From an optimization exercise on the open Yosys and OpenROAD flow, aimed at small area, a short achievable clock period and few clock cycles per item; shortcuts taken in it are not production practice. Only simulation tests tie the RTL to the original design; equivalence was not proved. Power is estimated from default activity; no workload was simulated.

==> flow/design.v, too long to show whole: its modules and the start of the top module <==
// module cla: 1489 lines
// module add_seq_ctrl: 65 lines
module add_seq_ctrl
#(
    parameter int unsigned N     = add_seq_pkg::ADDSEQ_N,
    parameter int unsigned WORDS = add_seq_pkg::ADDSEQ_WORDS
) (
    input  logic             clk,
    input  logic             rst,
    input  logic             in_valid,
    output logic             in_ready,
    input  logic [N*WORDS-1:0] a,
    input  logic [N*WORDS-1:0] b,
    input  logic             cin,
    input  logic             sub,
    output logic             out_valid,
    input  logic             out_ready,
    output logic [N*WORDS-1:0] sum,
    output logic             cout
);
  // ...
==> flow/flow/run.sh <==
#!/bin/bash
# The standard layout (standard.sh) with changes to how it is made; the
# constraints (constraint.sdc) are the standard flow's, unchanged. ORFS keeps each tool's
# log in orfs/logs; this script's own output goes to standard.log.
MARGIN=19.3
bash standard.sh finish \
  "BUFFER_PORTS_ARGS=-buffer_cell sky130_fd_sc_hd__buf_1" \
  SETUP_SLACK_MARGIN=$MARGIN \
  PRE_RESIZE_TCL=$PWD/flow/pre_resize.tcl  "ABC_AREA=1" "DONT_USE_CELLS= sky130_fd_sc_hd__probe_p_8 sky130_fd_sc_hd__probec_p_8 sky130_fd_sc_hd__lpflow_bleeder_1 sky130_fd_sc_hd__lpflow_clkbufkapwr_1 sky130_fd_sc_hd__lpflow_clkbufkapwr_16 sky130_fd_sc_hd__lpflow_clkbufkapwr_2 sky130_fd_sc_hd__lpflow_clkbufkapwr_4 sky130_fd_sc_hd__lpflow_clkbufkapwr_8 sky130_fd_sc_hd__lpflow_clkinvkapwr_1 sky130_fd_sc_hd__lpflow_clkinvkapwr_16 sky130_fd_sc_hd__lpflow_clkinvkapwr_2 sky130_fd_sc_hd__lpflow_clkinvkapwr_4 sky130_fd_sc_hd__lpflow_clkinvkapwr_8 sky130_fd_sc_hd__lpflow_decapkapwr_12 sky130_fd_sc_hd__lpflow_decapkapwr_3 sky130_fd_sc_hd__lpflow_decapkapwr_4 sky130_fd_sc_hd__lpflow_decapkapwr_6 sky130_fd_sc_hd__lpflow_decapkapwr_8 sky130_fd_sc_hd__lpflow_inputiso0n_1 sky130_fd_sc_hd__lpflow_inputiso0p_1 sky130_fd_sc_hd__lpflow_inputiso1n_1 sky130_fd_sc_hd__lpflow_inputiso1p_1 sky130_fd_sc_hd__lpflow_inputisolatch_1 sky130_fd_sc_hd__lpflow_isobufsrc_1 sky130_fd_sc_hd__lpflow_isobufsrc_16 sky130_fd_sc_hd__lpflow_isobufsrc_2 sky130_fd_sc_hd__lpflow_isobufsrc_4 sky130_fd_sc_hd__lpflow_isobufsrc_8 sky130_fd_sc_hd__lpflow_isobufsrckapwr_16 sky130_fd_sc_hd__lpflow_lsbuf_lh_hl_isowell_tap_1 sky130_fd_sc_hd__lpflow_lsbuf_lh_hl_isowell_tap_2 sky130_fd_sc_hd__lpflow_lsbuf_lh_hl_isowell_tap_4 sky130_fd_sc_hd__lpflow_lsbuf_lh_isowell_4 sky130_fd_sc_hd__lpflow_lsbuf_lh_isowell_tap_1 sky130_fd_sc_hd__lpflow_lsbuf_lh_isowell_tap_2 sky130_fd_sc_hd__lpflow_lsbuf_lh_isowell_tap_4  sky130_fd_sc_hd__fa_1 sky130_fd_sc_hd__fa_2 sky130_fd_sc_hd__fa_4" "CTS_CLUSTER_SIZE=24" "CTS_CLUSTER_DIAMETER=90" "CORE_UTILIZATION=52" > standard.log 2>&1
==> flow/flow/fanout_tree.tcl <==
# Rebuilds the buffering of a wide input net as a two-level tree placed near
# its loads. Sourced after global placement, before repair_design.
#   build_port_tree PORT LEAF_CELL GROUP
# collects every load reached from PORT's input buffer through plain buffers,
# removes those buffers, splits the loads by location into groups of at most
# GROUP pins, and drives each group from a LEAF_CELL buffer at its centroid.
proc fot_is_buf { inst } {
  set m [[$inst getMaster] getName]
  return [regexp {__(buf|clkbuf)_[0-9]+$} $m]
}
proc fot_collect { net leavesVar bufsVar } {
  upvar $leavesVar leaves
  upvar $bufsVar bufs
  foreach it [$net getITerms] {
    if { [$it getIoType] ne "INPUT" } { continue }
    set inst [$it getInst]
    if { [fot_is_buf $inst] } {
      lappend bufs $inst
      fot_collect [[$inst findITerm X] getNet] leaves bufs
    } else {
      lappend leaves $it
    }
  }
}
proc fot_xy { it } {
  set inst [$it getInst]
  set bb [$inst getBBox]
  return [list [expr {([$bb xMin] + [$bb xMax]) / 2}] [expr {([$bb yMin] + [$bb yMax]) / 2}]]
}
proc build_port_tree { port leaf_cell group } {
  set block [ord::get_db_block]
  set db [ord::get_db]
  set pnet [[$block findBTerm $port] getNet]
  set ibuf ""
  foreach it [$pnet getITerms] { set ibuf [$it getInst] }
  set onet [[$ibuf findITerm X] getNet]
  set leaves {}
  set bufs {}
  fot_collect $onet leaves bufs
  # move every leaf onto the input buffer's net and drop the old buffers
  foreach it $leaves {
    if { [$it getNet] ne $onet } { $it disconnect; $it connect $onet }
  }
  foreach b $bufs {
    set n [[$b findITerm X] getNet]
    odb::dbInst_destroy $b
    if { $n ne "NULL" && [llength [$n getITerms]] == 0 } { odb::dbNet_destroy $n }
  }
  set n [llength $leaves]
  set ngroups [expr {int(ceil(double($n) / $group))}]
  set ncols [expr {max(1, int(round(sqrt($ngroups))))}]
  # sort by x into columns, then by y inside each column, then chunk
  set pts {}
  foreach it $leaves { lappend pts [concat [list $it] [fot_xy $it]] }
  set pts [lsort -integer -index 1 $pts]
  set percol [expr {int(ceil(double($n) / $ncols))}]
  set master [$db findMaster $leaf_cell]
  set k 0
  for { set c 0 } { $c < $n } { incr c $percol } {
    set col [lsort -integer -index 2 [lrange $pts $c [expr {$c + $percol - 1}]]]
    set m [llength $col]
    set per [expr {int(ceil(double($m) / int(ceil(double($m) / $group))))}]
    for { set g 0 } { $g < $m } { incr g $per } {
      set grp [lrange $col $g [expr {$g + $per - 1}]]
      set sx 0; set sy 0
      foreach p $grp { incr sx [lindex $p 1]; incr sy [lindex $p 2] }
      set cx [expr {$sx / [llength $grp]}]
      set cy [expr {$sy / [llength $grp]}]
      set name "fot_${port}_$k"
      set inst [odb::dbInst_create $block $master $name]
      set net [odb::dbNet_create $block "${name}_net"]
      $inst setLocation $cx $cy
      $inst setPlacementStatus PLACED
      [$inst findITerm A] connect $onet
      [$inst findITerm X] connect $net
      foreach p $grp {
        set it [lindex $p 0]
        $it disconnect
        $it connect $net
      }
      incr k
    }
  }
  # power pins of the new buffers
  foreach i [$block getInsts] {
    if { [string match "fot_${port}_*" [$i getName]] } {
      foreach it [$i getITerms] {
        set t [[$it getMTerm] getSigType]
        if { $t eq "POWER" } { $it connect [$block findNet VDD] }
        if { $t eq "GROUND" } { $it connect [$block findNet VSS] }
      }
    }
  }
  puts "build_port_tree $port: $n loads, removed [llength $bufs] buffers, added $k $leaf_cell"
}
==> flow/flow/pre_resize.tcl <==
# Sourced by ORFS after global placement, before repair_design (PRE_RESIZE_TCL).
source [file join [file dirname [info script]] fanout_tree.tcl]
build_port_tree sub sky130_fd_sc_hd__buf_4 16
==> flow/standard.sh <==
#!/bin/bash
# synth_recipe.tcl (not shown) runs the flow's synth.tcl, then flattens the netlist and writes it again
# the make line also repeats each setting of config.mk as NAME=value (left out here)
make -C /OpenROAD-flow-scripts/flow DESIGN_CONFIG=/design/flow/config.mk WORK_HOME=/design/flow/orfs CLKGATE_MAP_FILE= SYNTH_SCRIPT=/design/flow/synth_recipe.tcl "${@:-finish}"
==> flow/config.mk <==
export PLATFORM = sky130hd
export DESIGN_NAME = add_seq_ctrl
export DESIGN_NICKNAME = add_seq_ctrl
export VERILOG_FILES = /design/flow/design.v
export SDC_FILE = /design/flow/constraint.sdc
export NUM_CORES = 4
export LEC_CHECK = 0
export CAP_MARGIN = 20
export CORE_MARGIN = 2
export CORE_UTILIZATION = 40
export SLEW_MARGIN = 20
==> flow/constraint.sdc <==
create_clock -name core_clock -period 28.0 [get_ports {clk}]
set_input_delay 5.6000 -clock core_clock [delete_from_list [all_inputs] [get_ports {clk}]]
set_output_delay 5.6000 -clock core_clock [all_outputs]
set_load 0.01 [all_outputs]
==> results.env, run 1 <==
WORST_SKEW_PAIR.LATE_LATENCY_PS=610
DIODES=10
FINAL_DESIGN_AREA_NO_FILL_UM2=34500
R2R.WORST_PATH.CELLS=4
FINAL_MAX_SLEW_VIOL_COUNT=0
WORST_SLEW_MARGIN_REL=0.302
CTS.HOLD.BUFFERS_ADDED=0
STARTING_UTILIZATION_OF_THE_CORE_AREA=0.524
DOMINANT_CELLS='multi-input combinational cells'
SYNTH_AREA_UM2=29500
GRT-BUSIEST-LAYER='met2'
SYNTHDOMINANTAREACELLTYPE='sky130_fd_sc_hd__edfxtp_1'
ANTENNA_LEFT=0
CP.DEPTH=22
CRITICAL_R2R_CAPTURE='res_q[231]$_DFFE_PN_'
FIRST_GLOBAL_VIAS=23600
WORSTSETUPSTARTPOINT='sub'
COMPOUND_CELL_AREA_SHARE_OF_THE_YOSYS_NETLIST=0.0630
CAP_VIOLATIONS=0
SH_SEQ_AREA=0.375
VIAS=25000
FFS_LATCHES=517
SETUP_SLACK_AT_PLACEMENT_PS=18260
CTS_ROOT_BUFFER='sky130_fd_sc_hd__clkbuf_16'
POWER_CLOCK_W=0.000481
GROUTE.LAYER.MET2.USAGE=0.525
CTS.CLK_SLEW.WORST_PATHS_PS=90
DRC_VIOLATION_COUNT_AFTER_ROUTING=0
SLOWEST_DELAY_PS=350
FIRST_PASS_ITERS=6
MOST-COMMON-LAYOUT-CELLS='sky130_fd_sc_hd__nand2_1 (1030), sky130_fd_sc_hd__buf_1 (775), sky130_fd_sc_hd__xor2_1 (320), sky130_fd_sc_hd__inv_1 (319), sky130_fd_sc_hd__ha_1 (318)'
POST-ROUTE-UTIL=0.614
NUMBER_OF_CLOCK_SINKS=517
CRITICALPATHCATEGORY='input port to register'
DESIGN_POWER_TOTAL_W=0.00237
FINAL-SETUP-VIOL-COUNT=0
TRITONCTS_BUFFERS=28
GRT_UTIL_ALL_LAYERS=0.304
FINALHOLDVIOLCOUNT=0
STATUS='no timing/DRC/antenna violations'
FINAL_MIN_PERIOD_OVER_CLOCK_PERIOD=0.303
SYNTH_SEQUENTIAL_AREA_RATIO=0.439
SYNTHADDERAREAFRAC=0.136
Testbench counts, summed over its fixed seeds: cycles 1,288, items 1,280.
==> run 2, diff against run 1 <==
==> flow/flow/run.sh (replaced) <==
#!/bin/bash
# The standard layout (standard.sh) with changes to how it is made; the
# constraints (constraint.sdc) are the standard flow's, unchanged. ORFS keeps each tool's
# log in orfs/logs; this script's own output goes to standard.log.
MARGIN=19.3
bash standard.sh finish \
  "BUFFER_PORTS_ARGS=-buffer_cell sky130_fd_sc_hd__buf_1" \
  SETUP_SLACK_MARGIN=$MARGIN \
  PRE_RESIZE_TCL=$PWD/flow/pre_resize.tcl  "ABC_AREA=1" "DONT_USE_CELLS= sky130_fd_sc_hd__probe_p_8 sky130_fd_sc_hd__probec_p_8 sky130_fd_sc_hd__lpflow_bleeder_1 sky130_fd_sc_hd__lpflow_clkbufkapwr_1 sky130_fd_sc_hd__lpflow_clkbufkapwr_16 sky130_fd_sc_hd__lpflow_clkbufkapwr_2 sky130_fd_sc_hd__lpflow_clkbufkapwr_4 sky130_fd_sc_hd__lpflow_clkbufkapwr_8 sky130_fd_sc_hd__lpflow_clkinvkapwr_1 sky130_fd_sc_hd__lpflow_clkinvkapwr_16 sky130_fd_sc_hd__lpflow_clkinvkapwr_2 sky130_fd_sc_hd__lpflow_clkinvkapwr_4 sky130_fd_sc_hd__lpflow_clkinvkapwr_8 sky130_fd_sc_hd__lpflow_decapkapwr_12 sky130_fd_sc_hd__lpflow_decapkapwr_3 sky130_fd_sc_hd__lpflow_decapkapwr_4 sky130_fd_sc_hd__lpflow_decapkapwr_6 sky130_fd_sc_hd__lpflow_decapkapwr_8 sky130_fd_sc_hd__lpflow_inputiso0n_1 sky130_fd_sc_hd__lpflow_inputiso0p_1 sky130_fd_sc_hd__lpflow_inputiso1n_1 sky130_fd_sc_hd__lpflow_inputiso1p_1 sky130_fd_sc_hd__lpflow_inputisolatch_1 sky130_fd_sc_hd__lpflow_isobufsrc_1 sky130_fd_sc_hd__lpflow_isobufsrc_16 sky130_fd_sc_hd__lpflow_isobufsrc_2 sky130_fd_sc_hd__lpflow_isobufsrc_4 sky130_fd_sc_hd__lpflow_isobufsrc_8 sky130_fd_sc_hd__lpflow_isobufsrckapwr_16 sky130_fd_sc_hd__lpflow_lsbuf_lh_hl_isowell_tap_1 sky130_fd_sc_hd__lpflow_lsbuf_lh_hl_isowell_tap_2 sky130_fd_sc_hd__lpflow_lsbuf_lh_hl_isowell_tap_4 sky130_fd_sc_hd__lpflow_lsbuf_lh_isowell_4 sky130_fd_sc_hd__lpflow_lsbuf_lh_isowell_tap_1 sky130_fd_sc_hd__lpflow_lsbuf_lh_isowell_tap_2 sky130_fd_sc_hd__lpflow_lsbuf_lh_isowell_tap_4  sky130_fd_sc_hd__fa_1 sky130_fd_sc_hd__fa_2 sky130_fd_sc_hd__fa_4" "CTS_CLUSTER_SIZE=24" "CTS_CLUSTER_DIAMETER=90" "CORE_UTILIZATION=64" > standard.log 2>&1
==> run 2 against run 1 <==
Core utilization is 14 points higher; synthesized cell count stayed put; sequential share of layout area is 0.20 points higher; die area is 18% lower; cell count is 2.7% lower; via count is 2.9% higher; clock skew is 6.1 ps lower; global-route usage is 6.0 points higher; sequential power hardly changed; area after synthesis stayed put; final area is 0.54% lower; clock power is 7.1% lower; critical path type unchanged; critical endpoint is now res_q[77]$_DFFE_PN_; largest power group unchanged.
==> results.env, run 2 <==
MAPPEDNETLISTNETS=4293  # unchanged
SYNTH_TOP_FAMILY_BY_AREA='simple AND/OR/NAND/NOR gates'  # unchanged
FLOW.AREA_GROWTH_FROM_SYNTHESIS_PCT=16.5  # was 17.1%
WORST-PATH-MAX-FANOUT=12  # was 16
DRTITER0DRC=1745  # was 1484
GRT_START_MAX_NET_PINS=99  # was 149
GRT_PASS1_WL_MM=132  # was 137 mm
CTS_ROOT_BUFFER='sky130_fd_sc_hd__clkbuf_16'  # unchanged
PLACE_CONGESTION=0.968  # was 0.925
POST_SYNTH_AND_OR_NAND_NOR_AREA_FRACTION=0.213  # unchanged
DIE-AREA_UM2=47800  # was 58600 um^2
SYNTHADDERAREAFRAC=0.136  # unchanged
STATUS='no timing/DRC/antenna violations'  # unchanged
SYNTH_SEQUENTIAL_AREA_RATIO=0.439  # unchanged
FINALHOLDVIOLCOUNT=0  # unchanged
STARTING_UTILIZATION_OF_THE_CORE_AREA=0.649  # was 0.524
WORST_SLEW_MARGIN_REL=0.295  # was 0.302
NUMBER_OF_CLOCK_SINKS=517  # unchanged
CRITICAL_PATH_REQUIRED_PS=28300  # was 28310 ps
CORE_REGION_AREA_UM2=45500  # was 56300 um^2
CP_SLOWEST_CELL='sky130_fd_sc_hd__ha_1'  # unchanged
MOST-COMMON-LAYOUT-CELLS='sky130_fd_sc_hd__nand2_1 (1025), sky130_fd_sc_hd__buf_1 (775), sky130_fd_sc_hd__xor2_1 (321), sky130_fd_sc_hd__inv_1 (319), sky130_fd_sc_hd__ha_1 (318)'  # was sky130_fd_sc_hd__nand2_1 (1030), sky130_fd_sc_hd__buf_1 (775), sky130_fd_sc_hd__xor2_1 (320), sky130_fd_sc_hd__inv_1 (319), sky130_fd_sc_hd__ha_1 (318)
MAX_FREQ_MHz=117  # was 118 MHz
VIAS=25700  # was 25.0k
TRITONCTS_BUFFERS=26  # was 28
SYNTHTOPCELLSBYCOUNT='sky130_fd_sc_hd__nand2_1 (1032), sky130_fd_sc_hd__xor2_1 (323), sky130_fd_sc_hd__ha_1 (320), sky130_fd_sc_hd__inv_1 (320)'  # unchanged
ANTENNA_LEFT=0  # unchanged
SYNTHESIS.AREA_PER_INSTANCE_UM2=8.54  # unchanged
FIRST_PASS_ITERS=5  # was 6
COMPOUND_CELL_AREA_SHARE_OF_THE_YOSYS_NETLIST=0.0630  # unchanged
WORST_CLOCK_SKEW_PS=14.7  # was 20.8 ps
PORT_BUFFERS=776  # unchanged
SYNTH_AREA_UM2=29500  # unchanged
DETAILED_PLACEMENT_WIRELENGTH_ESTIMATE_MM=71.7  # was 74.0 mm
POST-SYNTH-TOP-COUNT-CELL='sky130_fd_sc_hd__nand2_1'  # unchanged
FINAL_MAX_SLEW_VIOL_COUNT=0  # unchanged
FINAL.MIN_CLOCK_PERIOD_PS=8570  # was 8500 ps
DRC_VIOLATION_COUNT_AFTER_ROUTING=0  # unchanged
FINISH.CELL_COUNT_WITHOUT_FILLERS=4857  # was 4994
SYNTH_EDF_COUNT=257  # unchanged
SYNTH_FLOP_CELL='sky130_fd_sc_hd__edfxtp_1'  # unchanged
SYNTH_LARGEST_TYPE_AREA_FRACTION=0.262  # unchanged
GRT_ANTENNA_BEFORE_REPAIR=28  # was 20
FIRST_GLOBAL_VIAS=23700  # was 23.6k
CRITICALPATHCATEGORY='input port to register'  # unchanged
FINAL-SETUP-VIOL-COUNT=0  # unchanged
SYNTH.FF_LATCH_COUNT=517  # unchanged
MAX_SLEW.WORST_PIN.SLEW_PS=1060  # was 1050 ps
GRT_UTIL_ALL_LAYERS=0.364  # was 0.304
FINAL_MIN_PERIOD_OVER_CLOCK_PERIOD=0.306  # was 0.303
SYNTHDISTINCTLIBCELLS=42  # unchanged
CTS_TREE='done'  # unchanged
WORST_SKEW_PAIR.LATE_LATENCY_PS=590  # was 610 ps
CRITICAL-PATH-TOP-CELL-BY-COUNT='sky130_fd_sc_hd__nand2_1'  # was sky130_fd_sc_hd__nand2_2
CTS.CLK_SLEW.WORST_PATHS_PS=90  # about the same
SYNTH_WARNINGS=1  # unchanged
DIE_HEIGHT_UM=219  # was 242 um
FINAL_DESIGN_AREA_NO_FILL_UM2=34400  # was 34500 um^2
SYNTH.AREA.MUX_SHARE=0  # unchanged
STARTPOINT_TYPE_OF_THE_WORST_SETUP_PATH='input port'  # unchanged
LAYOUT-DRIVE-GT1-SHARE=0.0388  # was 0.0362
PWR_DENSITY_CELL_nW_PER_UM2=68.4  # was 68.6 nW/um^2
IR_DROP_uV=50.9  # was 60.8 uV
LAYOUT_TOP_REGISTERS='res_q x257, skid_q x257'  # unchanged
REGTOREGSETUPSLACK_PS=24990  # was 25020 ps
FILLERINSTANCES=3564  # was 5327
POST_SYNTH_XOR_AREA_FRACTION=0.0968  # unchanged
SLOWEST_DELAY_PS=320  # was 350 ps
ROUTE.FINAL.WIRE_LENGTH_MM=91.3  # was 93.0 mm
VIA_PER_INST=5.30  # was 5.01
SYNTHDOMINANTAREACELLTYPE='sky130_fd_sc_hd__edfxtp_1'  # unchanged
CTS_BUFFER_DEPTH=3  # unchanged
CAP_VIOLATIONS=0  # unchanged
WORSTHOLDPATHTYPE='register to register'  # unchanged
POST_DRT_WL_PER_CELL_UM=18.8  # was 18.6 um
POWER_LEAKAGE_nW=16.3  # about the same
SYNTH_ASYNC_SR_FLOP_SHARE=0.00580  # unchanged
NETS=5051  # was 5045
SETUP_TOTAL_NEGATIVE_SLACK_PS=0  # unchanged
CP.ARRIVAL_PS=8870  # was 8810 ps
ROWS=78  # was 87
DETAILED_PLACE.AREA_UM2=33100  # was 33300 um^2
GRT_OVERFLOW_TOTAL=0  # unchanged
SYNTH.AREA.TOP_CELLS='sky130_fd_sc_hd__edfxtp_1 (26%), sky130_fd_sc_hd__dfxtp_1 (17%), sky130_fd_sc_hd__ha_1 (14%)'  # unchanged
CHIPWIDTH_UM=219  # was 242 um
RSZ0062_AT_GRT='true'  # unchanged
BOUNDARYPINS=777  # unchanged
LAYOUT.CELLS.MOST_COMMON='sky130_fd_sc_hd__nand2_1'  # unchanged
CP-END-KIND='register'  # unchanged
PLACEDCELLCOUNT=4773  # was 4928
POST_SYNTH_INST_COUNT=3455  # unchanged
CTS-HTREE-LEVELS=1  # unchanged
==> run 2: final timing paths <==
check	cells after the start	start	endpoint
max	28	sub	res_q[77]$_DFFE_PN_
min	2	skid_q[14]$_DFF_P_	skid_q[14]$_DFF_P_
max reg2reg	5	out_valid_q$_DFFE_PP0N_	res_q[177]$_DFFE_PN_
min reg2reg	2	skid_q[14]$_DFF_P_	skid_q[14]$_DFF_P_
max in group asynchronous	2	rst	in_ready_q$_DFFE_PP1P_
min in group asynchronous	2	rst	skid_valid_q$_DFFE_PP0P_
==> run 2: power breakdown <==
| part | leakage (nW) | internal, W | switching (W) |
|---|---|---|---|
| registers | 4.80 | 0.00106 | 0.0000739 |
| logic | 11.1 | 0.000259 | 0.000512 |
| clock network | 0.398 | 0.000203 | 0.000244 |
==> run 2: logic make-up after synthesis <==
kind of cell	after synthesis
simple gates	1545
flops	517
buf+inv	408
compound gates	339
xor+xnor	326
fa+ha+maj	320
==> run 2: final cells by class <==
| class | count | area (um^2) | area share |
|---|---|---|---|
| diodes | 26 | 65.1 | 0.00189 |
| plain buffers | 19 | 251 | 0.00732 |
| inverters | 322 | 1220 | 0.0354 |
| well taps | 600 | 751 | 0.0218 |
| clock inverters | 7 | 93.8 | 0.00273 |
| repair buffers | 794 | 3080 | 0.0895 |
| flip-flops and latches | 517 | 12900 | 0.377 |
| clock buffers | 41 | 738 | 0.0215 |
| multi-input cells | 2531 | 15200 | 0.443 |
==> run 2: per-layer routing <==
metal  wire length (um)  part of all wire  GRT usage  up-vias
met5                 50           0.00055          0        -
met4               6170             0.068      0.210        8
met3               7890             0.086     0.0949      244
met2              42700              0.47      0.604     1036
met1              34500              0.38      0.427    11600
li1                   -                 -          -    12800
==> run 2: worst max-delay path: cells and delay by family <==
family	cells	cell delay [ps]
AND/OR/NAND/NOR	21	1730
adder cells (fa/ha/maj)	2	530
XOR/XNOR	2	460
buffers and inverters	2	380
AO/OA/AOI/OAI	1	120
==> run 2: repair_timing <==
item                                    4_1_cts  5_1_grt
pin swaps                                     0       12
setup buffers                                 0        8
hold buffers                                  0        0
endpoints found under the setup margin      251      120
gates cloned                                  0        2
gates resized for setup                      10       64
==> run 2: per-stage QoR <==
stage	total power, W	hold WS [ps]	util	setup WS, ps
4_1_cts	0.00234	456	0.747	19300
2_1_floorplan	0.00162	414	-	18060
6_report	0.00235	454	0.756	19430
3_5_place_dp	0.00189	435	0.728	18270
5_1_grt	0.00248	471	0.755	19250
3_3_place_gp	0.00187	429	0.725	16740
==> run 3, diff against run 2 <==
==> flow/flow/run.sh (replaced) <==
#!/bin/bash
# The standard layout (standard.sh) with changes to how it is made; the
# constraints (constraint.sdc) are the standard flow's, unchanged. ORFS keeps each tool's
# log in orfs/logs; this script's own output goes to standard.log.
MARGIN=19.3
bash standard.sh finish \
  "BUFFER_PORTS_ARGS=-buffer_cell sky130_fd_sc_hd__buf_1" \
  SETUP_SLACK_MARGIN=$MARGIN \
  PRE_RESIZE_TCL=$PWD/flow/pre_resize.tcl  "ABC_AREA=1" "DONT_USE_CELLS= sky130_fd_sc_hd__probe_p_8 sky130_fd_sc_hd__probec_p_8 sky130_fd_sc_hd__lpflow_bleeder_1 sky130_fd_sc_hd__lpflow_clkbufkapwr_1 sky130_fd_sc_hd__lpflow_clkbufkapwr_16 sky130_fd_sc_hd__lpflow_clkbufkapwr_2 sky130_fd_sc_hd__lpflow_clkbufkapwr_4 sky130_fd_sc_hd__lpflow_clkbufkapwr_8 sky130_fd_sc_hd__lpflow_clkinvkapwr_1 sky130_fd_sc_hd__lpflow_clkinvkapwr_16 sky130_fd_sc_hd__lpflow_clkinvkapwr_2 sky130_fd_sc_hd__lpflow_clkinvkapwr_4 sky130_fd_sc_hd__lpflow_clkinvkapwr_8 sky130_fd_sc_hd__lpflow_decapkapwr_12 sky130_fd_sc_hd__lpflow_decapkapwr_3 sky130_fd_sc_hd__lpflow_decapkapwr_4 sky130_fd_sc_hd__lpflow_decapkapwr_6 sky130_fd_sc_hd__lpflow_decapkapwr_8 sky130_fd_sc_hd__lpflow_inputiso0n_1 sky130_fd_sc_hd__lpflow_inputiso0p_1 sky130_fd_sc_hd__lpflow_inputiso1n_1 sky130_fd_sc_hd__lpflow_inputiso1p_1 sky130_fd_sc_hd__lpflow_inputisolatch_1 sky130_fd_sc_hd__lpflow_isobufsrc_1 sky130_fd_sc_hd__lpflow_isobufsrc_16 sky130_fd_sc_hd__lpflow_isobufsrc_2 sky130_fd_sc_hd__lpflow_isobufsrc_4 sky130_fd_sc_hd__lpflow_isobufsrc_8 sky130_fd_sc_hd__lpflow_isobufsrckapwr_16 sky130_fd_sc_hd__lpflow_lsbuf_lh_hl_isowell_tap_1 sky130_fd_sc_hd__lpflow_lsbuf_lh_hl_isowell_tap_2 sky130_fd_sc_hd__lpflow_lsbuf_lh_hl_isowell_tap_4 sky130_fd_sc_hd__lpflow_lsbuf_lh_isowell_4 sky130_fd_sc_hd__lpflow_lsbuf_lh_isowell_tap_1 sky130_fd_sc_hd__lpflow_lsbuf_lh_isowell_tap_2 sky130_fd_sc_hd__lpflow_lsbuf_lh_isowell_tap_4  sky130_fd_sc_hd__fa_1 sky130_fd_sc_hd__fa_2 sky130_fd_sc_hd__fa_4" "CORE_UTILIZATION=60" "CTS_CLUSTER_SIZE=16" "CTS_CLUSTER_DIAMETER=70" "CTS_BUF_LIST=sky130_fd_sc_hd__clkbuf_4 sky130_fd_sc_hd__clkbuf_8" > standard.log 2>&1
==> run 3 against run 2 <==
Combinational power is 2% lower; sequential power is essentially flat; die area rose by 6.5%; cell count grew 1.5%; largest cell class unchanged; maximum frequency increased by 0.49%; core utilization is 5.3 points lower; via count down 0.96%; sequential share of layout area is 0.12 points higher; non-clock buffer count down 8; area after synthesis unchanged.
==> results.env, run 3 <==
MOST-COMMON-LAYOUT-CELLS='sky130_fd_sc_hd__nand2_1 (1029), sky130_fd_sc_hd__buf_1 (775), sky130_fd_sc_hd__xor2_1 (323), sky130_fd_sc_hd__inv_1 (319), sky130_fd_sc_hd__ha_1 (318)'  # was sky130_fd_sc_hd__nand2_1 (1025), sky130_fd_sc_hd__buf_1 (775), sky130_fd_sc_hd__xor2_1 (321), sky130_fd_sc_hd__inv_1 (319), sky130_fd_sc_hd__ha_1 (318)
BOUNDARYPINS=777  # unchanged
SYNTH_LARGEST_TYPE_AREA_FRACTION=0.262  # unchanged
SYNTHDISTINCTLIBCELLS=42  # unchanged
GRT_UTIL_ALL_LAYERS=0.345  # was 0.364
CTS_ROOT_BUFFER='sky130_fd_sc_hd__clkbuf_8'  # was sky130_fd_sc_hd__clkbuf_16
DIE-AREA_UM2=51000  # was 47800 um^2
DRC_VIOLATION_COUNT_AFTER_ROUTING=0  # unchanged
CAP_VIOLATIONS=0  # unchanged
MAX_SLEW.WORST_PIN.SLEW_PS=1110  # was 1060 ps
MULTI_INPUT_COMB_AREA_UM2=15100  # was 15200 um^2
ROWS=81  # was 78
CTS.HOLD.BUFFERS_ADDED=0  # unchanged
FINAL-SETUP-VIOL-COUNT=0  # unchanged
CTS-HTREE-LEVELS=2  # was 1
P_SW_FRAC=0.356  # was 0.353
CTS.CLK_SLEW.WORST_PATHS_PS=110  # was 90 ps
SYNTH.FF_LATCH_COUNT=517  # unchanged
CRITICALPATHCATEGORY='input port to register'  # unchanged
POST_DRT_WL_PER_CELL_UM=18.5  # was 18.8 um
FLOW.AREA_GROWTH_FROM_SYNTHESIS_PCT=16.1  # was 16.5%
ANTENNA_LEFT=0  # unchanged
GRT_START_MAX_NET_PINS=197  # was 99
SYNTH_ASYNC_SR_FLOP_SHARE=0.00580  # unchanged
STARTPOINT_TYPE_OF_THE_WORST_SETUP_PATH='input port'  # unchanged
P_COMB_FRAC=0.323  # was 0.328
SYNTHESIS.AREA_PER_INSTANCE_UM2=8.54  # unchanged
PLACE_CONGESTION=0.929  # was 0.968
VIAS=25500  # was 25.7k
SETUP_TOTAL_NEGATIVE_SLACK_PS=0  # unchanged
FINALHOLDVIOLCOUNT=0  # unchanged
WORST_SLEW_MARGIN_REL=0.257  # was 0.295
DIE_HEIGHT_UM=226  # was 219 um
PORT_BUFFERS=776  # unchanged
WORST_CLOCK_SKEW_PS=44.8  # was 14.7 ps
CP.ARRIVAL_PS=8920  # was 8870 ps
LAYOUT_TOP_REGISTERS='res_q x257, skid_q x257'  # unchanged
DRTITER0DRC=1647  # was 1745
SYNTH.AREA.TOP_CELLS='sky130_fd_sc_hd__edfxtp_1 (26%), sky130_fd_sc_hd__dfxtp_1 (17%), sky130_fd_sc_hd__ha_1 (14%)'  # unchanged
CRITICAL_PATH_REQUIRED_PS=28400  # was 28300 ps
PWR_DENSITY_CELL_nW_PER_UM2=68.3  # was 68.4 nW/um^2
POST-SYNTH-TOP-COUNT-CELL='sky130_fd_sc_hd__nand2_1'  # unchanged
DETAILED_PLACEMENT_WIRELENGTH_ESTIMATE_MM=71.2  # was 71.7 mm
FIRST_PASS_ITERS=8  # was 5
SHARE_SEQ_OF_TOTAL_POWER=0.484  # was 0.482
VIA_PER_INST=5.17  # was 5.30
CP-END-KIND='register'  # unchanged
FINAL_MAX_SLEW_VIOL_COUNT=0  # unchanged
LAYOUT.CELLS.MOST_COMMON='sky130_fd_sc_hd__nand2_1'  # unchanged
FIN_WORST_HOLD_SLACK_PS=456  # was 454 ps
WORSTHOLDPATHTYPE='register to register'  # unchanged
HOLDPATHEND='skid_q[206]$_DFF_P_'  # was skid_q[14]$_DFF_P_
SYNTH_SEQUENTIAL_AREA_RATIO=0.439  # unchanged
NETS=5054  # was 5051
R2R_START='out_valid_q$_DFFE_PP0N_'  # unchanged
REGTOREGSETUPSLACK_PS=24350  # was 24990 ps
GRT_PASS1_WL_MM=133  # was 132 mm
FIRST_GLOBAL_VIAS=23500  # was 23.7k
SYNTH_EDF_COUNT=257  # unchanged
POWER_LEAKAGE_nW=16.2  # was 16.3 nW
POST_SYNTH_INST_COUNT=3455  # unchanged
ROUTE.FINAL.WIRE_LENGTH_MM=91.3  # about the same
WORST_SKEW_PAIR.LATE_LATENCY_PS=680  # was 590 ps
WORST-PATH-MAX-FANOUT=18  # was 12
CTS_BUFFER_DEPTH=3  # unchanged
SYNTHTOPCELLSBYCOUNT='sky130_fd_sc_hd__nand2_1 (1032), sky130_fd_sc_hd__xor2_1 (323), sky130_fd_sc_hd__ha_1 (320), sky130_fd_sc_hd__inv_1 (320)'  # unchanged
MAX_FREQ_MHz=117  # about the same
FILLERINSTANCES=4166  # was 3564
SYNTHDOMINANTAREACELLTYPE='sky130_fd_sc_hd__edfxtp_1'  # unchanged
TRITONCTS_BUFFERS=40  # was 26
NET-SWITCHING-POWER_W=0.000834  # was 0.000830 W
GRT_ANTENNA_BEFORE_REPAIR=24  # was 28
SYNTH_WARNINGS=1  # unchanged
GRT_OVERFLOW_TOTAL=0  # unchanged
CHIPWIDTH_UM=226  # was 219 um
FINAL_MIN_PERIOD_OVER_CLOCK_PERIOD=0.304  # was 0.306
CLKPWRFRAC=0.193  # was 0.190
SYNTH_AREA_UM2=29500  # unchanged
CRITICAL_R2R_CAPTURE='res_q[183]$_DFFE_PN_'  # was res_q[177]$_DFFE_PN_
WORSTHOLDSTART='skid_q[206]$_DFF_P_'  # was skid_q[14]$_DFF_P_
STATUS='no timing/DRC/antenna violations'  # unchanged
RSZ0062_AT_GRT='true'  # unchanged
SEQUENTIAL_CELL_AREA_UM2=12900  # unchanged
SYNTH_FLOP_CELL='sky130_fd_sc_hd__edfxtp_1'  # unchanged
CTS_TREE='done'  # unchanged
MAPPEDNETLISTNETS=4293  # unchanged
IR_DROP_uV=44.3  # was 50.9 uV
NUMBER_OF_CLOCK_SINKS=517  # unchanged
LAYOUT-DRIVE-GT1-SHARE=0.0403  # was 0.0388
CORE_REGION_AREA_UM2=48700  # was 45500 um^2
POWER_REPORT.INTERNAL_TOTAL_W=0.00151  # was 0.00152 W
MIN_PATH_CELLS=2  # unchanged
R2R.WORST_PATH.CELLS=6  # was 5
POST-ROUTE-UTIL=0.703  # was 0.756
FINAL.MIN_CLOCK_PERIOD_PS=8530  # was 8570 ps
STARTING_UTILIZATION_OF_THE_CORE_AREA=0.605  # was 0.649
==> run 3: worst max-delay path by stage <==
stage	endpoint	slack, ps	startpoint
final	res_q[229]$_DFFE_PN_	19470	sub
after detailed placement	res_q[197]$_DFFE_PN_	18200	sub
after global routing	res_q[229]$_DFFE_PN_	19270	sub
after global placement	res_q[197]$_DFFE_PN_	17690	sub
after CTS	res_q[197]$_DFFE_PN_	19320	sub
after floorplan	res_q[0]$_DFFE_PN_	18060	out_ready
==> run 3: logic make-up (layout without fill, tap and decap cells) <==
group / count (synthesis) / count (layout) / share of synthesized area
XOR/XNOR: 326 / 326 / 0.0968
AO/OA/AOI/OAI: 339 / 339 / 0.0630
adder cells (fa/ha/maj): 320 / 320 / 0.136
AND/OR/NAND/NOR: 1545 / 1545 / 0.213
flip-flops: 517 / 517 / 0.439
buffers and inverters: 408 / 1197 / 0.0524
other: 0 / 20 / 0
==> run 3: worst max-delay path, cell delays in order <==
cell,delay [ps]
sky130_fd_sc_hd__clkbuf_16,200
sky130_fd_sc_hd__buf_12,190
sky130_fd_sc_hd__xor2_1,160
sky130_fd_sc_hd__ha_1,350
sky130_fd_sc_hd__a21oi_2,170
sky130_fd_sc_hd__nor2_1,70
sky130_fd_sc_hd__o21ai_0,160
sky130_fd_sc_hd__nand3b_1,130
sky130_fd_sc_hd__nor2_2,130
sky130_fd_sc_hd__nand2_1,110
sky130_fd_sc_hd__a21oi_2,190
sky130_fd_sc_hd__nand2_4,140
sky130_fd_sc_hd__nand2_4,110
sky130_fd_sc_hd__nand2_8,130
sky130_fd_sc_hd__nand2_1,100
sky130_fd_sc_hd__nand2_1,100
sky130_fd_sc_hd__nand2_1,90
sky130_fd_sc_hd__nand2_1,100
sky130_fd_sc_hd__ha_1,250
sky130_fd_sc_hd__nor2_1,120
sky130_fd_sc_hd__xor2_1,150
sky130_fd_sc_hd__o21ai_0,100
==> run 3: layout make-up <==
class / instances / area share
Antenna cell: 20 / 0.00146
Buffer: 19 / 0.00679
Tap cell: 664 / 0.0243
Timing Repair Buffer: 786 / 0.0883
Inverter: 322 / 0.0355
Clock inverter: 11 / 0.00457
Clock buffer: 59 / 0.0204
Multi-Input combinational cell: 2530 / 0.441
Sequential cell: 517 / 0.378
==> run 3: per-layer routing <==
layer | vias up | GRT usage | wire length (um)
li1 | 12800 | - | -
met1 | 11500 | 0.404 | 35600
met2 | 889 | 0.569 | 42300
met3 | 238 | 0.0956 | 7670
met4 | 14 | 0.202 | 5730
met5 | - | 0 | 89
==> run 3: power groups by stage <==
stage / sequential (W) / clock [W] / combinational, W
3_5_place_dp: 0.00115 / 0 / 0.000742
5_1_grt: 0.00115 / 0.000482 / 0.000847
2_1_floorplan: 0.00118 / 0 / 0.000432
6_report: 0.00113 / 0.000453 / 0.000755
4_1_cts: 0.00113 / 0.000458 / 0.000748
3_3_place_gp: 0.00114 / 0 / 0.000731
==> run 3: what timing repair did <==
action / CTS / global route
gates cloned: 0 / 1
pin swaps: 0 / 2
buffers inserted: 0 / 1
gates resized for setup: 4 / 33
setup endpoints to repair: 153 / 58
==> run 3: stage by stage <==
step | total power [W] | worst slack [ps] | cell area [um^2] | instances
2_1_floorplan | 0.00162 | 18060 | 29700 | 3455
3_3_place_gp | 0.00187 | 17690 | 33100 | 4820
3_5_place_dp | 0.00189 | 18200 | 33200 | 4836
4_1_cts | 0.00234 | 19320 | 34100 | 4906
5_1_grt | 0.00248 | 19270 | 34200 | 4924
6_report | 0.00234 | 19470 | 34300 | 4928
==> run 4, diff against run 3 <==
==> flow/flow/run.sh (replaced) <==
#!/bin/bash
# Layout flow: the standard ORFS flow (standard.sh, which runs the standard
# synthesis), with these changes to how the layout is made. The constraints
# (constraint.sdc: clock period, I/O delays, loads) are the standard flow's, unchanged.
#  - ABC_AREA=1 and the full-adder cells left out of synthesis (DONT_USE_CELLS
#    is the platform's list plus fa_1/2/4): the slow fa cells no longer sit on
#    the carry paths; registers are unaffected.
#  - Ports are buffered with buf_1 rather than the delay buffer buffer_ports
#    picks by default (every port still gets its own buffer).
#  - After global placement, the wide sub net gets a two-level buffer tree
#    placed near its loads (flow/pre_resize.tcl, flow/fanout_tree.tcl).
#  - Timing repair aims for SETUP_SLACK_MARGIN ns of extra setup slack.
#  - 60% core utilisation; CTS clusters of up to 24 sinks within 90 um.
# ORFS keeps each tool's full log in orfs/logs/; this script's output goes to
# standard.log.
MARGIN=19.5
bash standard.sh finish \
  "BUFFER_PORTS_ARGS=-buffer_cell sky130_fd_sc_hd__buf_1" \
  SETUP_SLACK_MARGIN=$MARGIN \
  PRE_RESIZE_TCL=$PWD/flow/pre_resize.tcl \
  ABC_AREA=1 \
  "DONT_USE_CELLS= sky130_fd_sc_hd__probe_p_8 sky130_fd_sc_hd__probec_p_8 sky130_fd_sc_hd__lpflow_bleeder_1 sky130_fd_sc_hd__lpflow_clkbufkapwr_1 sky130_fd_sc_hd__lpflow_clkbufkapwr_16 sky130_fd_sc_hd__lpflow_clkbufkapwr_2 sky130_fd_sc_hd__lpflow_clkbufkapwr_4 sky130_fd_sc_hd__lpflow_clkbufkapwr_8 sky130_fd_sc_hd__lpflow_clkinvkapwr_1 sky130_fd_sc_hd__lpflow_clkinvkapwr_16 sky130_fd_sc_hd__lpflow_clkinvkapwr_2 sky130_fd_sc_hd__lpflow_clkinvkapwr_4 sky130_fd_sc_hd__lpflow_clkinvkapwr_8 sky130_fd_sc_hd__lpflow_decapkapwr_12 sky130_fd_sc_hd__lpflow_decapkapwr_3 sky130_fd_sc_hd__lpflow_decapkapwr_4 sky130_fd_sc_hd__lpflow_decapkapwr_6 sky130_fd_sc_hd__lpflow_decapkapwr_8 sky130_fd_sc_hd__lpflow_inputiso0n_1 sky130_fd_sc_hd__lpflow_inputiso0p_1 sky130_fd_sc_hd__lpflow_inputiso1n_1 sky130_fd_sc_hd__lpflow_inputiso1p_1 sky130_fd_sc_hd__lpflow_inputisolatch_1 sky130_fd_sc_hd__lpflow_isobufsrc_1 sky130_fd_sc_hd__lpflow_isobufsrc_16 sky130_fd_sc_hd__lpflow_isobufsrc_2 sky130_fd_sc_hd__lpflow_isobufsrc_4 sky130_fd_sc_hd__lpflow_isobufsrc_8 sky130_fd_sc_hd__lpflow_isobufsrckapwr_16 sky130_fd_sc_hd__lpflow_lsbuf_lh_hl_isowell_tap_1 sky130_fd_sc_hd__lpflow_lsbuf_lh_hl_isowell_tap_2 sky130_fd_sc_hd__lpflow_lsbuf_lh_hl_isowell_tap_4 sky130_fd_sc_hd__lpflow_lsbuf_lh_isowell_4 sky130_fd_sc_hd__lpflow_lsbuf_lh_isowell_tap_1 sky130_fd_sc_hd__lpflow_lsbuf_lh_isowell_tap_2 sky130_fd_sc_hd__lpflow_lsbuf_lh_isowell_tap_4  sky130_fd_sc_hd__fa_1 sky130_fd_sc_hd__fa_2 sky130_fd_sc_hd__fa_4" \
  CORE_UTILIZATION=60 CTS_CLUSTER_SIZE=24 CTS_CLUSTER_DIAMETER=90 \
  > standard.log 2>&1
==> flow/flow/pre_resize.tcl (replaced) <==
# Sourced by ORFS after global placement, before repair_design (PRE_RESIZE_TCL).
# The sub input fans out to every bit of the adder; give it a two-level buffer
# tree whose leaf buffers sit next to the loads they drive.
source [file join [file dirname [info script]] fanout_tree.tcl]
build_port_tree sub sky130_fd_sc_hd__buf_4 16
==> run 4 against run 3 <==
Register-to-register slack improved by 220 ps; maximum frequency increased by 2.0%; critical path depth unchanged; via count increased by 1.4%; wire length increased by 2.4%; core utilization increased by 2.1 points; count of clock-buffer cells in the layout decreased by 17; non-clock buffer count increased by 29; die area unchanged; critical endpoint is now res_q[149]$_DFFE_PN_; largest cell class unchanged.
==> results.env, run 4 <==
SYNTH_LARGEST_TYPE_AREA_FRACTION=0.262  # unchanged
CRIT_CHAIN='clkbuf_16, buf_16, xor2_2, ha_1, a21oi_2, nor2_1, nor2_2, nor2_1, nor2_1, nand3_2, a21oi_4, nand2_8, nand2_8, nand2_8, nand2_2, nand2_2, nand2_2, nand2_2, ha_4, nor2_2, xor2_1, o21ai_1'  # was clkbuf_16, buf_12, xor2_1, ha_1, a21oi_2, nor2_1, o21ai_0, nand3b_1, nor2_2, nand2_1, a21oi_2, nand2_4, nand2_4, nand2_8, nand2_1, nand2_1, nand2_1, nand2_1, ha_1, nor2_1, xor2_1, o21ai_0
PWR_DENSITY_CELL_nW_PER_UM2=67.6  # was 68.3 nW/um^2
CRITICALPATHCATEGORY='input port to register'  # unchanged
SYNTHESIS.AREA_PER_INSTANCE_UM2=8.54  # unchanged
FLOW.AREA_GROWTH_FROM_SYNTHESIS_PCT=19.5  # was 16.1%
MAX_SLEW.WORST_PIN.SLEW_PS=1070  # was 1110 ps
MOST-COMMON-LAYOUT-CELLS='sky130_fd_sc_hd__nand2_1 (991), sky130_fd_sc_hd__buf_1 (775), sky130_fd_sc_hd__xor2_1 (320), sky130_fd_sc_hd__inv_1 (317), sky130_fd_sc_hd__ha_1 (293)'  # was sky130_fd_sc_hd__nand2_1 (1029), sky130_fd_sc_hd__buf_1 (775), sky130_fd_sc_hd__xor2_1 (323), sky130_fd_sc_hd__inv_1 (319), sky130_fd_sc_hd__ha_1 (318)
FINAL-SETUP-VIOL-COUNT=0  # unchanged
WORST_SETUP_ENDPOINT='res_q[149]$_DFFE_PN_'  # was res_q[229]$_DFFE_PN_
SLOWEST_DELAY_PS=330  # was 350 ps
TRITONCTS_BUFFERS=27  # was 40
SYNTH_WARNINGS=1  # unchanged
SYNTH_FLOP_CELL='sky130_fd_sc_hd__edfxtp_1'  # unchanged
VIAS=25800  # was 25.5k
DETAILED_PLACEMENT_WIRELENGTH_ESTIMATE_MM=72.2  # was 71.2 mm
VIA_PER_INST=5.23  # was 5.17
NUMBER_OF_CLOCK_SINKS=517  # unchanged
WORSTHOLDPATHTYPE='register to register'  # unchanged
IR_DROP_uV=68.6  # was 44.3 uV
R2R_START='skid_valid_q$_DFFE_PP0P_'  # was out_valid_q$_DFFE_PP0N_
CAP_VIOLATIONS=0  # unchanged
REGTOREGSETUPSLACK_PS=24570  # was 24350 ps
MAX_FREQ_MHz=120  # was 117 MHz
WORST_CLOCK_SKEW_PS=24.1  # was 44.8 ps
CP_SLOWEST_CELL='sky130_fd_sc_hd__ha_1'  # unchanged
SYNTHTOPCELLSBYCOUNT='sky130_fd_sc_hd__nand2_1 (1032), sky130_fd_sc_hd__xor2_1 (323), sky130_fd_sc_hd__ha_1 (320), sky130_fd_sc_hd__inv_1 (320)'  # unchanged
POST-SYNTH-TOP-COUNT-CELL='sky130_fd_sc_hd__nand2_1'  # unchanged
LAYOUT.CELLS.MOST_COMMON='sky130_fd_sc_hd__nand2_1'  # unchanged
WORSTSETUPSTARTPOINT='sub'  # unchanged
CTS.CLK_SLEW.WORST_PATHS_PS=100  # was 110 ps
FINALHOLDVIOLCOUNT=0  # unchanged
STARTING_UTILIZATION_OF_THE_CORE_AREA=0.605  # unchanged
SYNTH.FF_LATCH_COUNT=517  # unchanged
SYNTH_SEQUENTIAL_AREA_RATIO=0.439  # unchanged
SETUP_TOTAL_NEGATIVE_SLACK_PS=0  # unchanged
CTS_TREE='done'  # unchanged
GRT_PASS1_WL_MM=134  # was 133 mm
SYNTH_ASYNC_SR_FLOP_SHARE=0.00580  # unchanged
CRITICAL_PATH_REQUIRED_PS=28310  # was 28400 ps
SYNTH.AREA.TOP_CELLS='sky130_fd_sc_hd__edfxtp_1 (26%), sky130_fd_sc_hd__dfxtp_1 (17%), sky130_fd_sc_hd__ha_1 (14%)'  # unchanged
WORST-PATH-MAX-FANOUT=15  # was 18
DIE-AREA_UM2=51000  # unchanged
GRT_UTIL_ALL_LAYERS=0.348  # was 0.345
DRC_VIOLATION_COUNT_AFTER_ROUTING=0  # unchanged
STARTPOINT_TYPE_OF_THE_WORST_SETUP_PATH='input port'  # unchanged
CTS_ROOT_BUFFER='sky130_fd_sc_hd__clkbuf_16'  # was sky130_fd_sc_hd__clkbuf_8
ANTENNA_LEFT=0  # unchanged
BOUNDARYPINS=777  # unchanged
PORT_BUFFERS=776  # unchanged
GRT_START_MAX_NET_PINS=180  # was 197
SYNTHDOMINANTAREACELLTYPE='sky130_fd_sc_hd__edfxtp_1'  # unchanged
SYNTH_AREA_UM2=29500  # unchanged
FIRST_GLOBAL_VIAS=23600  # was 23.5k
NETS=5073  # was 5054
GRT_OVERFLOW_TOTAL=0  # unchanged
ROUTE.FINAL.WIRE_LENGTH_MM=93.6  # was 91.3 mm
RSZ0062_AT_GRT='true'  # unchanged
CRITICAL_R2R_CAPTURE='res_q[256]$_DFFE_PN_'  # was res_q[183]$_DFFE_PN_
FINAL.MIN_CLOCK_PERIOD_PS=8360  # was 8530 ps
CORE_REGION_AREA_UM2=48700  # unchanged
DRTITER0DRC=1725  # was 1647
R2R.WORST_PATH.CELLS=4  # was 6
DIE_HEIGHT_UM=226  # unchanged
STATUS='no timing/DRC/antenna violations'  # unchanged
GRT_ANTENNA_BEFORE_REPAIR=28  # was 24
POWER_LEAKAGE_nW=16.5  # was 16.2 nW
FIRST_PASS_ITERS=6  # was 8
WORST_SKEW_PAIR.LATE_LATENCY_PS=600  # was 680 ps
CHIPWIDTH_UM=226  # unchanged
POST_SYNTH_INST_COUNT=3455  # unchanged
SYNTHDISTINCTLIBCELLS=42  # unchanged
DETAILED_PLACE.AREA_UM2=33500  # was 33200 um^2
CP.ARRIVAL_PS=8670  # was 8920 ps
POST_DRT_WL_PER_CELL_UM=18.9  # was 18.5 um
CP-END-KIND='register'  # unchanged
PLACE_CONGESTION=0.948  # was 0.929
FINAL_MIN_PERIOD_OVER_CLOCK_PERIOD=0.298  # was 0.304
LAYOUT-DRIVE-GT1-SHARE=0.0691  # was 0.0403
CTS-HTREE-LEVELS=1  # was 2
LAYOUT_TOP_REGISTERS='res_q x257, skid_q x257'  # unchanged
CRITICAL-PATH-TOP-CELL-BY-COUNT='sky130_fd_sc_hd__nand2_2'  # was sky130_fd_sc_hd__nand2_1
MAPPEDNETLISTNETS=4293  # unchanged
CTS.HOLD.BUFFERS_ADDED=0  # unchanged
FINAL_DESIGN_AREA_NO_FILL_UM2=35300  # was 34300 um^2
WORST_SLEW_MARGIN_REL=0.284  # was 0.257
CTS_BUFFER_DEPTH=3  # unchanged
ROWS=81  # unchanged
FINAL_MAX_SLEW_VIOL_COUNT=0  # unchanged
SYNTH_EDF_COUNT=257  # unchanged
[run 4: cell counts after synthesis]
No cell type changed its count.
[run 4: cell families (layout without fill, tap and decap cells)]
kind of cell / count (synthesis) / count (layout) / synth area share
compound gates: 339 / 339 / 0.0630
xor+xnor: 326 / 326 / 0.0968
fa+ha+maj: 320 / 320 / 0.136
buf+inv: 408 / 1205 / 0.0524
flops: 517 / 517 / 0.439
other cells: 0 / 21 / 0
simple gates: 1545 / 1547 / 0.213
[run 4: power breakdown]
part	switching [W]	internal, W
logic	0.000514	0.000276
registers	0.0000781	0.00106
clock network	0.000254	0.000203
[run 4: how the worst min path moves through the flow]
| stage | start | cells after the start | endpoint | slack, ps |
|---|---|---|---|---|
| after global placement | skid_q[148]$_DFF_P_ | 2 | skid_q[148]$_DFF_P_ | 430 |
| after floorplan | skid_q[255]$_DFF_P_ | 2 | skid_q[255]$_DFF_P_ | 410 |
| after global routing | skid_q[102]$_DFF_P_ | 2 | skid_q[102]$_DFF_P_ | 470 |
| after CTS | skid_q[231]$_DFF_P_ | 2 | skid_q[231]$_DFF_P_ | 450 |
| after detailed placement | skid_q[120]$_DFF_P_ | 2 | skid_q[120]$_DFF_P_ | 430 |
| final | skid_q[227]$_DFF_P_ | 2 | skid_q[227]$_DFF_P_ | 450 |
[run 4: area by class of cell]
cell class	count	area (um^2)
Clock inverter	7	92.6
Sequential cell	517	12900
Timing Repair Buffer	815	3290
Multi-Input combinational cell	2532	15800
Antenna cell	21	52.6
Tap cell	664	831
Buffer	19	319
Fill cell	4088	13500
Clock buffer	42	763
Inverter	322	1220
[run 4: repair_timing]
action                                  in CTS  in global routing
buffers inserted                             0                 29
pin swaps                                    1                 45
gates cloned                                 1                  4
endpoints found under the setup margin     346                227
resized for setup                           31                106
[run 4: worst max-delay path, delay by kind of cell]
kind                       cells  cell delay (ps)
buffers and inverters          2              360
xor gates and xnor gates       2              380
adders and majority gates      2              500
and+or+nand+nor               13             1340
AOI/OAI and AO/OA              3              460
[run 4: metal layers]
layer | GRT usage | wire (um) | up-vias
met2 | 0.578 | 43600 | 932
li1 | - | - | 12900
met1 | 0.413 | 35700 | 11800
met5 | 0 | 115 | -
met3 | 0.0835 | 7730 | 248
met4 | 0.201 | 6410 | 18
[run 4: stage by stage]
stage	cells	setup WS [ps]	utilization	hold WS [ps]	total power (W)
after floorplan	3455	18060	-	414	0.00163
after global placement	4819	17060	0.685	429	0.00189
after detailed placement	4835	18210	0.687	432	0.00190
after CTS	4885	19470	0.707	452	0.00236
after global routing	4935	19440	0.723	471	0.00252
final	4939	19640	0.723	452	0.00238
==> run 5, diff against run 4 <==
--- a/flow/flow/run.sh
+++ b/flow/flow/run.sh
@@ -15,3 +15,3 @@
 # standard.log.
-MARGIN=19.5
+MARGIN=19.3
 bash standard.sh finish \
==> run 5 against run 4 <==
Final area decreased by 2.5%; global-route usage fell by 0.74 points; sequential cell count is the same; worst hold slack improved by 2.3 ps; clock power up 5.7%; count of clock-buffer cells in the layout decreased by 2; wire length fell by 3.3%; worst setup slack worse by 170 ps; combinational power fell by 4.4%; area after synthesis unchanged; die area did not move; maximum frequency is 2.0% lower.
==> results.env, run 5 <==
STATUS='no timing/DRC/antenna violations'  # unchanged
SYNTH_WARNINGS=1  # unchanged
POST_DRT_WL_PER_CELL_UM=18.4  # was 18.9 um
FINAL-SETUP-VIOL-COUNT=0  # unchanged
CORE_REGION_AREA_UM2=48700  # unchanged
NUMBER_OF_CLOCK_SINKS=517  # unchanged
CTS-HTREE-LEVELS=1  # unchanged
MAX_SLEW.WORST_PIN.SLEW_PS=1080  # was 1070 ps
FINALHOLDVIOLCOUNT=0  # unchanged
BOUNDARYPINS=777  # unchanged
DIE-AREA_UM2=51000  # unchanged
PWR_DENSITY_CELL_nW_PER_UM2=69.0  # was 67.6 nW/um^2
SYNTH_ASYNC_SR_FLOP_SHARE=0.00580  # unchanged
GRT_OVERFLOW_TOTAL=0  # unchanged
RSZ0062_AT_GRT='true'  # unchanged
SYNTH_FLOP_CELL='sky130_fd_sc_hd__edfxtp_1'  # unchanged
FINAL.MIN_CLOCK_PERIOD_PS=8530  # was 8360 ps
PORT_BUFFERS=776  # unchanged
DRTITER0DRC=1535  # was 1725
SYNTH_LARGEST_TYPE_AREA_FRACTION=0.262  # unchanged
CTS.CLK_SLEW.WORST_PATHS_PS=90  # was 100 ps
GRT_PASS1_WL_MM=132  # was 134 mm
CRITICAL-PATH-TOP-CELL-BY-COUNT='sky130_fd_sc_hd__nand2_2'  # unchanged
ANTENNA_LEFT=0  # unchanged
MAPPEDNETLISTNETS=4293  # unchanged
CAP_VIOLATIONS=0  # unchanged
GRT_START_MAX_NET_PINS=197  # was 180
FIRST_GLOBAL_VIAS=23400  # was 23.6k
PLACE_CONGESTION=0.929  # was 0.948
GRT_ANTENNA_BEFORE_REPAIR=27  # was 28
DRC_VIOLATION_COUNT_AFTER_ROUTING=0  # unchanged
CTS.HOLD.BUFFERS_ADDED=0  # unchanged
WORST_SKEW_PAIR.LATE_LATENCY_PS=620  # was 600 ps
ROWS=81  # unchanged
FILLERINSTANCES=4149  # was 4088
CTS_ROOT_BUFFER='sky130_fd_sc_hd__clkbuf_16'  # unchanged
SETUP_TOTAL_NEGATIVE_SLACK_PS=0  # unchanged
LAYOUT.CELLS.MOST_COMMON='sky130_fd_sc_hd__nand2_1'  # unchanged
POST-SYNTH-TOP-COUNT-CELL='sky130_fd_sc_hd__nand2_1'  # unchanged
DIE_HEIGHT_UM=226  # unchanged
CRIT_CHAIN='clkbuf_16, buf_12, xor2_1, ha_1, a21oi_2, nor2_1, o21ai_0, nand3b_1, nor2_2, nand2_1, a21oi_2, nand2_4, nand2_4, nand2_8, buf_4, nand2_2, nand2_2, nand2_1, nand2_2, ha_2, nor2_1, xor2_1, o21ai_1'  # was clkbuf_16, buf_16, xor2_2, ha_1, a21oi_2, nor2_1, nor2_2, nor2_1, nor2_1, nand3_2, a21oi_4, nand2_8, nand2_8, nand2_8, nand2_2, nand2_2, nand2_2, nand2_2, ha_4, nor2_2, xor2_1, o21ai_1
CHIPWIDTH_UM=226  # unchanged
WORST_SLEW_MARGIN_REL=0.280  # was 0.284
SYNTH_SEQUENTIAL_AREA_RATIO=0.439  # unchanged
SYNTHDISTINCTLIBCELLS=42  # unchanged
SYNTH_AREA_UM2=29500  # unchanged
FIRST_PASS_ITERS=9  # was 6
WORST_CLOCK_SKEW_PS=18.7  # was 24.1 ps
WORSTHOLDPATHTYPE='register to register'  # unchanged
SYNTHESIS.AREA_PER_INSTANCE_UM2=8.54  # unchanged
GRT_UTIL_ALL_LAYERS=0.341  # was 0.348
SYNTHDOMINANTAREACELLTYPE='sky130_fd_sc_hd__edfxtp_1'  # unchanged
NETS=5047  # was 5073
STARTING_UTILIZATION_OF_THE_CORE_AREA=0.605  # unchanged
WORST-PATH-MAX-FANOUT=18  # was 15
DETAILED_PLACEMENT_WIRELENGTH_ESTIMATE_MM=71.2  # was 72.2 mm
CRITICALPATHCATEGORY='input port to register'  # unchanged
ROUTE.FINAL.WIRE_LENGTH_MM=90.5  # was 93.6 mm
FIN_WORST_HOLD_SLACK_PS=454  # was 452 ps
POWER_LEAKAGE_nW=16.3  # was 16.5 nW
IR_DROP_uV=46.1  # was 68.6 uV
VIAS=25400  # was 25.8k
SYNTH_EDF_COUNT=257  # unchanged
FINAL_MIN_PERIOD_OVER_CLOCK_PERIOD=0.305  # was 0.298
CP_SLOWEST_CELL='sky130_fd_sc_hd__ha_1'  # unchanged
CTS_BUFFER_DEPTH=3  # unchanged
FINAL_MAX_SLEW_VIOL_COUNT=0  # unchanged
LAYOUT_TOP_REGISTERS='res_q x257, skid_q x257'  # unchanged
SYNTH.AREA.TOP_CELLS='sky130_fd_sc_hd__edfxtp_1 (26%), sky130_fd_sc_hd__dfxtp_1 (17%), sky130_fd_sc_hd__ha_1 (14%)'  # unchanged
LAYOUT-DRIVE-GT1-SHARE=0.0359  # was 0.0691
SYNTHTOPCELLSBYCOUNT='sky130_fd_sc_hd__nand2_1 (1032), sky130_fd_sc_hd__xor2_1 (323), sky130_fd_sc_hd__ha_1 (320), sky130_fd_sc_hd__inv_1 (320)'  # unchanged
STARTPOINT_TYPE_OF_THE_WORST_SETUP_PATH='input port'  # unchanged
CP.ARRIVAL_PS=8880  # was 8670 ps
MOST-COMMON-LAYOUT-CELLS='sky130_fd_sc_hd__nand2_1 (1028), sky130_fd_sc_hd__buf_1 (775), sky130_fd_sc_hd__xor2_1 (322), sky130_fd_sc_hd__inv_1 (319), sky130_fd_sc_hd__ha_1 (318)'  # was sky130_fd_sc_hd__nand2_1 (991), sky130_fd_sc_hd__buf_1 (775), sky130_fd_sc_hd__xor2_1 (320), sky130_fd_sc_hd__inv_1 (317), sky130_fd_sc_hd__ha_1 (293)
CTS_TREE='done'  # unchanged
FLOW.AREA_GROWTH_FROM_SYNTHESIS_PCT=16.5  # was 19.5%
POST_SYNTH_INST_COUNT=3455  # unchanged
VIA_PER_INST=5.16  # was 5.23
TRITONCTS_BUFFERS=29  # was 27
SLOWEST_DELAY_PS=350  # was 330 ps
MAX_FREQ_MHz=117  # was 120 MHz
CP-END-KIND='register'  # unchanged
CRITICAL_PATH_REQUIRED_PS=28350  # was 28310 ps
SYNTH.FF_LATCH_COUNT=517  # unchanged
run 5: metrics by stage:
step | utilization | total power, W | instance area, um^2 | instances | setup slack [ps]
final | 0.705 | 0.00237 | 34400 | 4917 | 19470
after global routing | 0.705 | 0.00251 | 34400 | 4913 | 19270
after CTS | 0.700 | 0.00237 | 34100 | 4890 | 19340
after detailed placement | 0.681 | 0.00189 | 33200 | 4836 | 18200
after global placement | 0.678 | 0.00187 | 33100 | 4820 | 17690
after floorplan | - | 0.00162 | 29700 | 3455 | 18060
run 5: routing by layer:
| metal | track usage | share of wire |
|---|---|---|
| met2 | 0.565 | 0.46 |
| met3 | 0.0846 | 0.083 |
| met5 | 0 | 0.0011 |
| met1 | 0.403 | 0.39 |
| met4 | 0.198 | 0.065 |
run 5: repair_timing:
action | in CTS | in global routing
pin swaps | 0 | 4
setup buffers | 0 | 5
gates resized for setup | 7 | 34
endpoints found under the setup margin | 234 | 74
endpoints found under the hold margin | 0 | 0
gates cloned | 0 | 1
run 5: cell families after synthesis:
family / share of synthesized area
fa+ha+maj: 0.136
compound gates: 0.0630
flops: 0.439
xor+xnor: 0.0968
buf+inv: 0.0524
simple gates: 0.213
run 5: worst paths after layout:
kind	cells after the start	startpoint	endpoint	slack, ps
setup / recovery	23	sub	res_q[253]$_DFFE_PN_	19470
max in group asynchronous	2	rst	in_ready_q$_DFFE_PP1P_	22970
hold reg to reg	2	skid_q[132]$_DFF_P_	skid_q[132]$_DFF_P_	450
hold / removal	2	skid_q[132]$_DFF_P_	skid_q[132]$_DFF_P_	450
min in group asynchronous	2	rst	skid_valid_q$_DFFE_PP0P_	4810
setup reg to reg	6	out_valid_q$_DFFE_PP0N_	res_q[159]$_DFFE_PN_	24400
run 5: final cells by class:
cell class / count / area, um^2 / area share
well taps: 664 / 831 / 0.0242
plain buffers: 19 / 224 / 0.00652
flip-flops and latches: 517 / 12900 / 0.377
diodes: 21 / 52.6 / 0.00153
inverters: 322 / 1220 / 0.0354
repair buffers: 790 / 3060 / 0.0889
clock buffers: 40 / 767 / 0.0223
clock inverters: 14 / 165 / 0.00481
multi-input cells: 2530 / 15100 / 0.440
run 5: critical path, delay by kind of cell:
kind	cells	cell delay [ps]
AOI/OAI and AO/OA	4	600
buffers and inverters	3	550
adders and majority gates	2	540
and+or+nand+nor	12	1210
xor gates and xnor gates	2	310
run 5: power by group:
group          internal (W)  switching (W)  total [W]
clock network      0.000212       0.000272   0.000483
registers           0.00106      0.0000735    0.00113
logic              0.000256       0.000499   0.000755

-- re-timing with driven ports --
Ports are ideal in the flow. The routed layouts listed here were re-timed in OpenROAD. Step 1, drivers: a clkbuf_16 drives clk and a buf_2 each remaining input, both assumed. Step 2 also shifts input and output timing later by t, the mid clock arrival at the registers, as if the neighbouring blocks saw the same clock. Three values: no drivers, after step 1, after step 2; two values: the first two.
run	t (ns)	slack for setup (ns)	hold WS [ns]	worst register clock-pin slew, ns	worst data-port slew with drivers (ns)
run 1	0.662	19.503 / 19.357 / 18.695	0.454 / 0.454 / 0.454	0.10 / 0.10	0.22
run 2	0.640	19.433 / 19.314 / 18.674	0.454 / 0.454 / 0.454	0.10 / 0.10	0.19
run 3	0.712	19.475 / 19.395 / 18.683	0.456 / 0.456 / 0.456	0.11 / 0.11	0.16
run 4	0.649	19.644 / 19.438 / 18.790	0.452 / 0.452 / 0.452	0.10 / 0.10	0.27
run 5	0.669	19.472 / 19.388 / 18.718	0.454 / 0.454 / 0.454	0.10 / 0.10	0.18
After both steps setup and hold are still met in every run listed. The setup slack of run 4, which loses most, moves by -0.206 ns with the drivers and by -0.854 ns with both steps.
